This is an optimization exercise on Yosys and OpenROAD, whose aim is small area, a short achievable clock period and few clock cycles per item, not a production implementation. Only simulation tests tie the RTL to the original design; equivalence was not proved. Power and IR drop assume default switching activity.

==> design/flow/design.v <==
package defet_pkg;
    localparam int EVENT_COUNT = 256;
    localparam int EVT_IDX_W   = $clog2(EVENT_COUNT);
    localparam int ID_W        = 16;
    localparam int TIME_W      = 32;
    localparam int BND_W       = 9;
    localparam int CFG_IDX_W   = 2;
    localparam int CFG_DATA_W  = 32;
    typedef enum logic [1:0] {
        FUNC_SET   = 2'd0,
        FUNC_CLEAR = 2'd1,
        FUNC_DSET  = 2'd2,
        FUNC_GET   = 2'd3
    } t_func;
    typedef enum logic [CFG_IDX_W-1:0] {
        CFG_LONG_DELAY  = 2'd0,
        CFG_SHORT_DELAY = 2'd1,
        CFG_SHORT_START = 2'd2,
        CFG_NODLY_START = 2'd3
    } t_cfg_reg;
    typedef struct packed {
        logic [TIME_W-1:0] long_delay;
        logic [TIME_W-1:0] short_delay;
        logic [BND_W-1:0]  short_start;
        logic [BND_W-1:0]  nodly_start;
    } t_cfg;
    typedef struct packed {
        logic              valid;
        logic [1:0]        func;
        logic [ID_W-1:0]   id;
        logic [TIME_W-1:0] now;
    } t_op;
    typedef struct packed {
        logic delivered;
        logic in_range;
    } t_res;
    localparam logic [TIME_W-1:0] LONG_DELAY_RST  = TIME_W'(60000);
    localparam logic [TIME_W-1:0] SHORT_DELAY_RST = TIME_W'(10000);
    localparam logic [BND_W-1:0]  SHORT_START_RST = BND_W'(64);
    localparam logic [BND_W-1:0]  NODLY_START_RST = BND_W'(128);
endpackage
module defet_cfg_regs (
    input  logic                                i_clk,
    input  logic                                i_rst_n,
    input  logic                                i_cfg_we,
    input  logic [defet_pkg::CFG_IDX_W-1:0]     i_cfg_idx,
    input  logic [defet_pkg::CFG_DATA_W-1:0]    i_cfg_data,
    output defet_pkg::t_cfg                     o_cfg
);
    defet_pkg::t_cfg r_cfg;
    defet_pkg::t_cfg n_cfg;
    always_comb begin
        n_cfg = r_cfg;
        if (i_cfg_we) begin
            case (i_cfg_idx)
                defet_pkg::CFG_LONG_DELAY:  n_cfg.long_delay  = i_cfg_data[defet_pkg::TIME_W-1:0];
                defet_pkg::CFG_SHORT_DELAY: n_cfg.short_delay = i_cfg_data[defet_pkg::TIME_W-1:0];
                defet_pkg::CFG_SHORT_START: n_cfg.short_start = i_cfg_data[defet_pkg::BND_W-1:0];
                defet_pkg::CFG_NODLY_START: n_cfg.nodly_start = i_cfg_data[defet_pkg::BND_W-1:0];
                default:                    n_cfg = r_cfg;
            endcase
        end
    end
    always_ff @(posedge i_clk) begin
        if (!i_rst_n) begin
            r_cfg.long_delay  <= defet_pkg::LONG_DELAY_RST;
            r_cfg.short_delay <= defet_pkg::SHORT_DELAY_RST;
            r_cfg.short_start <= defet_pkg::SHORT_START_RST;
            r_cfg.nodly_start <= defet_pkg::NODLY_START_RST;
        end else begin
            r_cfg <= n_cfg;
        end
    end
    assign o_cfg = r_cfg;
endmodule
import defet_pkg::*;
module defet_flag_table (
    input  logic              i_clk,
    input  logic              i_rst_n,
    input  defet_pkg::t_cfg   i_cfg,
    input  defet_pkg::t_op    i_op,
    output defet_pkg::t_res   o_res
);
    logic [EVENT_COUNT-1:0] r_pending;
    logic [EVENT_COUNT-1:0] r_holdoff;
    logic [TIME_W-1:0]      r_stamp;
    logic [EVT_IDX_W-1:0]   idx;
    logic                   in_range;
    logic                   hit;
    logic                   ready;
    logic                   deliver;
    logic [TIME_W-1:0]      elapsed;
    logic                   below_short;
    logic                   below_nodly;
    assign in_range    = ({1'b0, i_op.id} < (ID_W + 1)'(EVENT_COUNT));
    assign idx         = i_op.id[EVT_IDX_W-1:0];
    assign hit         = i_op.valid && in_range;
    assign elapsed     = i_op.now - r_stamp;
    assign below_short = (i_op.id < ID_W'(i_cfg.short_start));
    assign below_nodly = (i_op.id < ID_W'(i_cfg.nodly_start));
    always_comb begin
        if (!r_pending[idx]) begin
            ready = 1'b0;
        end else if (!r_holdoff[idx]) begin
            ready = 1'b1;
        end else if (below_short) begin
            ready = (elapsed > i_cfg.long_delay);
        end else if (below_nodly) begin
            ready = (elapsed > i_cfg.short_delay);
        end else begin
            ready = 1'b1;
        end
    end
    assign deliver = hit && (i_op.func == FUNC_GET) && ready;
    always_ff @(posedge i_clk) begin
        if (!i_rst_n) begin
            r_pending <= '0;
            r_holdoff <= '0;
            r_stamp   <= '0;
        end else if (hit) begin
            case (i_op.func)
                FUNC_SET: begin
                    r_pending[idx] <= 1'b1;
                end
                FUNC_CLEAR: begin
                    r_pending[idx] <= 1'b0;
                end
                FUNC_DSET: begin
                    r_pending[idx] <= 1'b1;
                    r_stamp        <= i_op.now;
                    if (below_nodly) begin
                        r_holdoff[idx] <= 1'b1;
                    end
                end
                default: begin
                    if (deliver) begin
                        r_pending[idx] <= 1'b0;
                        r_holdoff[idx] <= 1'b0;
                    end
                end
            endcase
        end
    end
    assign o_res.delivered = deliver;
    assign o_res.in_range  = in_range;
endmodule
import defet_pkg::*;
module delayed_event_flag_table_unit (
    input  logic                              i_clk,
    input  logic                              i_rst_n,
    input  logic                              i_cfg_we,
    input  logic [defet_pkg::CFG_IDX_W-1:0]   i_cfg_idx,
    input  logic [defet_pkg::CFG_DATA_W-1:0]  i_cfg_data,
    input  logic                              i_in_valid,
    output logic                              o_in_stall,
    input  logic [1:0]                        i_func,
    input  logic [defet_pkg::ID_W-1:0]        i_event_id,
    input  logic [defet_pkg::TIME_W-1:0]      i_now_time,
    output logic                              o_out_valid,
    input  logic                              i_out_stall,
    output logic                              o_delivered,
    output logic                              o_in_range
);
    defet_pkg::t_cfg cfg;
    defet_pkg::t_op  op;
    defet_pkg::t_res res;
    logic              r_in_valid;
    logic [1:0]        r_func;
    logic [ID_W-1:0]   r_id;
    logic [TIME_W-1:0] r_now;
    logic              r_out_valid;
    logic              r_delivered;
    logic              r_in_range;
    logic              out_free;
    logic              advance;
    logic              in_xfer;
    assign out_free   = !r_out_valid || !i_out_stall;
    assign advance    = r_in_valid && out_free;
    assign o_in_stall = r_in_valid && !out_free;
    assign in_xfer    = i_in_valid && !o_in_stall;
    defet_cfg_regs u_cfg (
        .i_clk      (i_clk),
        .i_rst_n    (i_rst_n),
        .i_cfg_we   (i_cfg_we),
        .i_cfg_idx  (i_cfg_idx),
        .i_cfg_data (i_cfg_data),
        .o_cfg      (cfg)
    );
    assign op.valid = advance;
    assign op.func  = r_func;
    assign op.id    = r_id;
    assign op.now   = r_now;
    defet_flag_table u_table (
        .i_clk   (i_clk),
        .i_rst_n (i_rst_n),
        .i_cfg   (cfg),
        .i_op    (op),
        .o_res   (res)
    );
    always_ff @(posedge i_clk) begin
        if (!i_rst_n) begin
            r_in_valid  <= 1'b0;
            r_out_valid <= 1'b0;
        end else begin
            if (!o_in_stall) begin
                r_in_valid <= i_in_valid;
            end
            if (advance) begin
                r_out_valid <= 1'b1;
            end else if (!i_out_stall) begin
                r_out_valid <= 1'b0;
            end
        end
    end
    always_ff @(posedge i_clk) begin
        if (in_xfer) begin
            r_func <= i_func;
            r_id   <= i_event_id;
            r_now  <= i_now_time;
        end
        if (advance) begin
            r_delivered <= res.delivered;
            r_in_range  <= res.in_range;
        end
    end
    assign o_out_valid = r_out_valid;
    assign o_delivered = r_delivered;
    assign o_in_range  = r_in_range;
endmodule
==> design/flow/run.sh <==
#!/bin/bash
# synth_recipe.tcl (not shown) runs the flow's synth.tcl, then flattens the netlist and writes it again
# the make line also repeats each setting of config.mk as NAME=value (left out here)
make -C /OpenROAD-flow-scripts/flow DESIGN_CONFIG=/design/flow/config.mk WORK_HOME=/design/flow/orfs CLKGATE_MAP_FILE= SYNTH_SCRIPT=/design/flow/synth_recipe.tcl finish
==> design/flow/config.mk <==
export PLATFORM = sky130hd
export DESIGN_NAME = delayed_event_flag_table_unit
export DESIGN_NICKNAME = delayed_event_flag_table_unit
export VERILOG_FILES = /design/flow/design.v
export SDC_FILE = /design/flow/constraint.sdc
export NUM_CORES = 4
export LEC_CHECK = 0
export CAP_MARGIN = 20
export CORE_MARGIN = 2
export CORE_UTILIZATION = 40
export SLEW_MARGIN = 20
==> design/flow/constraint.sdc <==
create_clock -name core_clock -period 7.0 [get_ports {i_clk}]
set_input_delay 1.4000 -clock core_clock [delete_from_list [all_inputs] [get_ports {i_clk}]]
set_output_delay 1.4000 -clock core_clock [all_outputs]
set_load 0.01 [all_outputs]
==> summary.md <==
| Metric | Value |
|---|---|
| Status | complete, no violations |
| Final Cell Area | 0.03951 mm² |
| Met2 usage | between 30% and 40% |
| Placer congestion estimate | approximately 0.85 |
| Drt drc | 0 |
| Warnings from Yosys | 3 |
| Worst Setup SP | r_now[0] |
| Max-cap violation count | 0 |
| Yosys reg bits | 680 |
| Crit path max-delay cell type | or4_4 |
| Slew Limit Headroom | between 20% and 30% |
| Clk sinks | 680 |
| Antenna Nets Post-Route | 0 |
| Pre-antenna DRT Iters | 6 |
| Worst R2R Start | r_now[0] |
| Hold slack | 0.4509 ns |
| FILL cells | about 8.2k |
| Synth unique cells | 75 |
| Initial DRC Count | 2859 |
| Final #Nets | 3952 |
| Initial antenna violation count | 0 |
| Avg Cell Area, Syn | around 9.1 µm² |
| Maximum vdd ir drop | a little under 200 µV |
| Largest net degree at the start of global routing | about 110 |
| Clk_skew | 0.03260 ns |
| Slowest stage delay, CP | approximately 0.53 ns |
| GR Layer Usage met1 | 33.46% |
| Share of cells above drive strength 1 | between 10% and 20% |
| Vias in the first global route | between 20k and 30k |
| IO Port Bufs | a little over 90 |
| Mapped Area | around 0.035 mm² |
| I/O pin total | 93 |
| Sequential-to-total area share from yosys stat | between 40% and 50% |
| Hold Path Origin | u_cfg.r_cfg[9] |
| Vias per Instance | 6.051 |
| Dpl cell area | approximately 0.037 mm² |
| Post-synth EDFFs | between 50 and 60 |
| H-tree depth | 3 |
| Die W | around 300 µm |
| Crit-path max FO | 34 |
| Clock Latency Late Sink | 0.64 ns |
| Mapped Nets | a little over 4k |
| Crit Path Class | register to register |
| Power Density | about 230 mW/mm² |
| Achievable Freq | 151.0 MHz |
| DIE HEIGHT | approximately 300 µm |
| Clock slew at reported path FFs | about 0.06 ns |
| Critical Path Source Type | register |
| Total gr overflow | 0 |
| Crit path time final | about 6.6 ns |
| Grt peak-use layer | met2 |
| Die footprint | 0.08944 mm² |
| Core ar. | a little under 0.09 mm² |
| Drt wl/cell | ~22 µm |
| Final period utilization | between 90% and 100% |
| CTS Buffer Depth | 3 |
| Rows | approximately 110 |
| Setup crit end kind | register |
| First-pass GRT wire length | ~170 mm |
| Worst path required time | 7.50 ns |
| Most frequent CP cell | buf_4 |
| Met3 Use GR | 3.725% |
| Initial Util | about two fifths |
| Final setup fails | 0 |
| Hpwl dp | between 60 and 70 mm |
| Final Hold Vio Count | 0 |
| CTS tree | done |
| Least-Margin Pin Slew | 1.113 ns |
| Worst EP arrival | approximately 7 ns |
| TritonCTS Buffers | 75 |
| Ys async rst share | 0% |
| Leakage power | 13.05 nW |
| Worst min path class | register to register |
| Post-Route WL | roughly 110 mm |
| Syn Inst Count | about 3.8k |
| Ys flop type | dfxtp_1 |
| Max Slew Vio Count | 0 |
| Total track usage | 23.92% |
| Root buf cell | clkbuf_16 |
| Detailed-route via count | 30.03k |
| Layout Area Growth over Synthesis | 13.44% |
| Hold Buf Count CTS | 0 |
==> timing repair <==
| item | CTS | global route |
|---|---|---|
| gates resized for setup | 0 | 10 |
| endpoints found under the setup margin | 0 | 512 |
| setup buffers | 0 | 1 |
==> critical path, delay by kind of cell, from the launching register on <==
kind	cells	cell delay, ns
buffers and inverters	7	1.06
adder cells (fa/ha/maj)	3	0.86
AO/OA/AOI/OAI	13	2.46
flip-flops	1	0.39
XOR/XNOR	1	0.11
AND/OR/NAND/NOR	5	1.62
==> kinds of logic (layout without fill, tap and decap cells) <==
| logic type | after synthesis | after routing | share of synthesized area (%) |
|---|---|---|---|
| adders and majority gates | 116 | 116 | 4.189 |
| and+or+nand+nor | 1279 | 1279 | 15.52 |
| xor gates and xnor gates | 35 | 35 | 0.8802 |
| other | 0 | 1 | 0 |
| muxes | 159 | 159 | 9.255 |
| DFF | 680 | 680 | 40.58 |
| AOI/OAI and AO/OA | 1076 | 1076 | 23.74 |
| buffers and inverters | 481 | 462 | 5.838 |
==> stage by stage <==
step | cells | util [%] | worst slack [ns] | TNS, ns | total power [mW]
4_1_cts | 4957 | 45.51 | 0.1941 | 0 | 8.984
2_1_floorplan | 3826 | - | 0.8966 | 0 | 4.606
3_3_place_gp | 4820 | 42.61 | 0.2029 | 0 | 4.920
3_5_place_dp | 4820 | 42.61 | 0.2884 | 0 | 4.924
5_1_grt | 4962 | 45.68 | -0.007863 | -0.04493 | 9.212
6_report | 4963 | 45.68 | 0.3776 | 0 | 8.937
==> power breakdown <==
| part | internal, mW | switching [mW] | leakage, nW |
|---|---|---|---|
| Sequential | 3.96 | 0.0221 | 5.57 |
| Clock | 2.41 | 1.68 | 1.24 |
| Combinational | 0.293 | 0.582 | 6.24 |
| Total | 6.65 | 2.28 | 13.0 |
==> placed cells by master, fill, tap and decap left out, types with 8 or more instances in the layout <==
master	synthesis	final
clkbuf_1	235	22
dfxtp_1	628	628
xnor2_1	26	26
clkinv_2	0	9
clkbuf_16	0	79
mux2i_1	25	25
edfxtp_1	52	52
nor2b_1	15	12
ha_1	115	115
o21ai_0	34	34
o221a_2	154	154
a21oi_1	409	408
mux4_2	130	130
xor2_1	9	9
nand4_1	15	15
buf_4	10	74
nand3_1	195	194
nor2_1	315	305
o2bb2ai_1	237	237
buf_12	0	25
o211ai_1	19	19
nor4_1	8	8
nor3_1	40	39
and2_1	13	13
nand2_1	624	624
clkdlybuf4s50_1	0	91
a22oi_1	26	26
a21o_1	12	12
a31oi_1	8	8
a211oi_1	13	12
clkbuf_8	0	18
and3_1	16	16
o221a_1	100	100
inv_1	124	124
==> metal layers <==
metal | vias up | share of wire (%)
met1 | 14731 | 45
met5 | - | 0
li1 | 13966 | -
met3 | 191 | 7.0
met2 | 1142 | 45
met4 | 0 | 2.7
==> Yosys cell counts, types with 10 or more instances <==
cell	n	area, µm²
a22oi_1	26	195.2
buf_1	23	86.33
clkbuf_1	235	882.1
nand2_1	624	2342
o211ai_1	19	142.6
a21o_1	12	90.09
o2bb2ai_1	237	2076
xnor2_1	26	227.7
mux4_2	130	2928
edfxtp_1	52	1562
nand4_1	15	93.84
ha_1	115	1439
nor3_1	40	200.2
and2_1	13	81.33
inv_1	124	465.5
nand3_1	195	975.9
mux2i_1	25	250.2
buf_4	10	75.07
o221a_1	100	1126
o21ai_0	34	170.2
buf_6	13	146.4
nor2_1	315	1182
buf_2	74	370.4
dfxtp_1	628	12570
nor2b_1	15	93.84
and3_1	16	100.1
a21oi_1	409	2047
a211oi_1	13	97.59
o221a_2	154	1734
==> path summary, 6_finish.rpt <==
kind / to / slack, ns / cells after the start
hold reg to reg: u_cfg.r_cfg[9] / 0.45 / 2
setup / recovery: register / 0.38 / 29
hold / removal: u_cfg.r_cfg[9] / 0.45 / 2
setup reg to reg: register / 0.38 / 29
==> layout make-up <==
cell class	count	area [µm²]	area share (%)
Clock inverter	20	256.5	0.6492
Inverter	126	474.2	1.200
Clock buffer	117	2257	5.713
Sequential cell	680	14130	35.77
Multi-Input combinational cell	2665	18810	47.60
Timing Repair Buffer	199	2132	5.396
Tap cell	1155	1445	3.658
Antenna cell	1	2.502	0.006334
Testbench counts, summed over its fixed seeds: cycles 25,496, items 24,000.

re-timing with driven ports:
How much do the figures lean on ideal ports? The routed layout below was timed once more, with nothing changed but the port constraints.
Step 1, drivers: a clkbuf_16 drives i_clk and a buf_2 each remaining input, both assumed.
Step 2 moves the port delays by t, midway between the first and last clock arrival at a register: inputs arrive t later, outputs are due t later. That takes back most of the time a late clock gives input paths.
a / b / c = no drivers / after step 1 / after step 2; a / b = the first two.
shift t [ns]: 0.688
slack for setup (ns): 0.378 / 0.378 / 0.378
latest minus earliest clock arrival (ns): 0.033 / 0.033
After both steps setup and hold are still met in this run. The setup slack of this run moves by 0.000 ns with the drivers and by 0.000 ns with both steps.
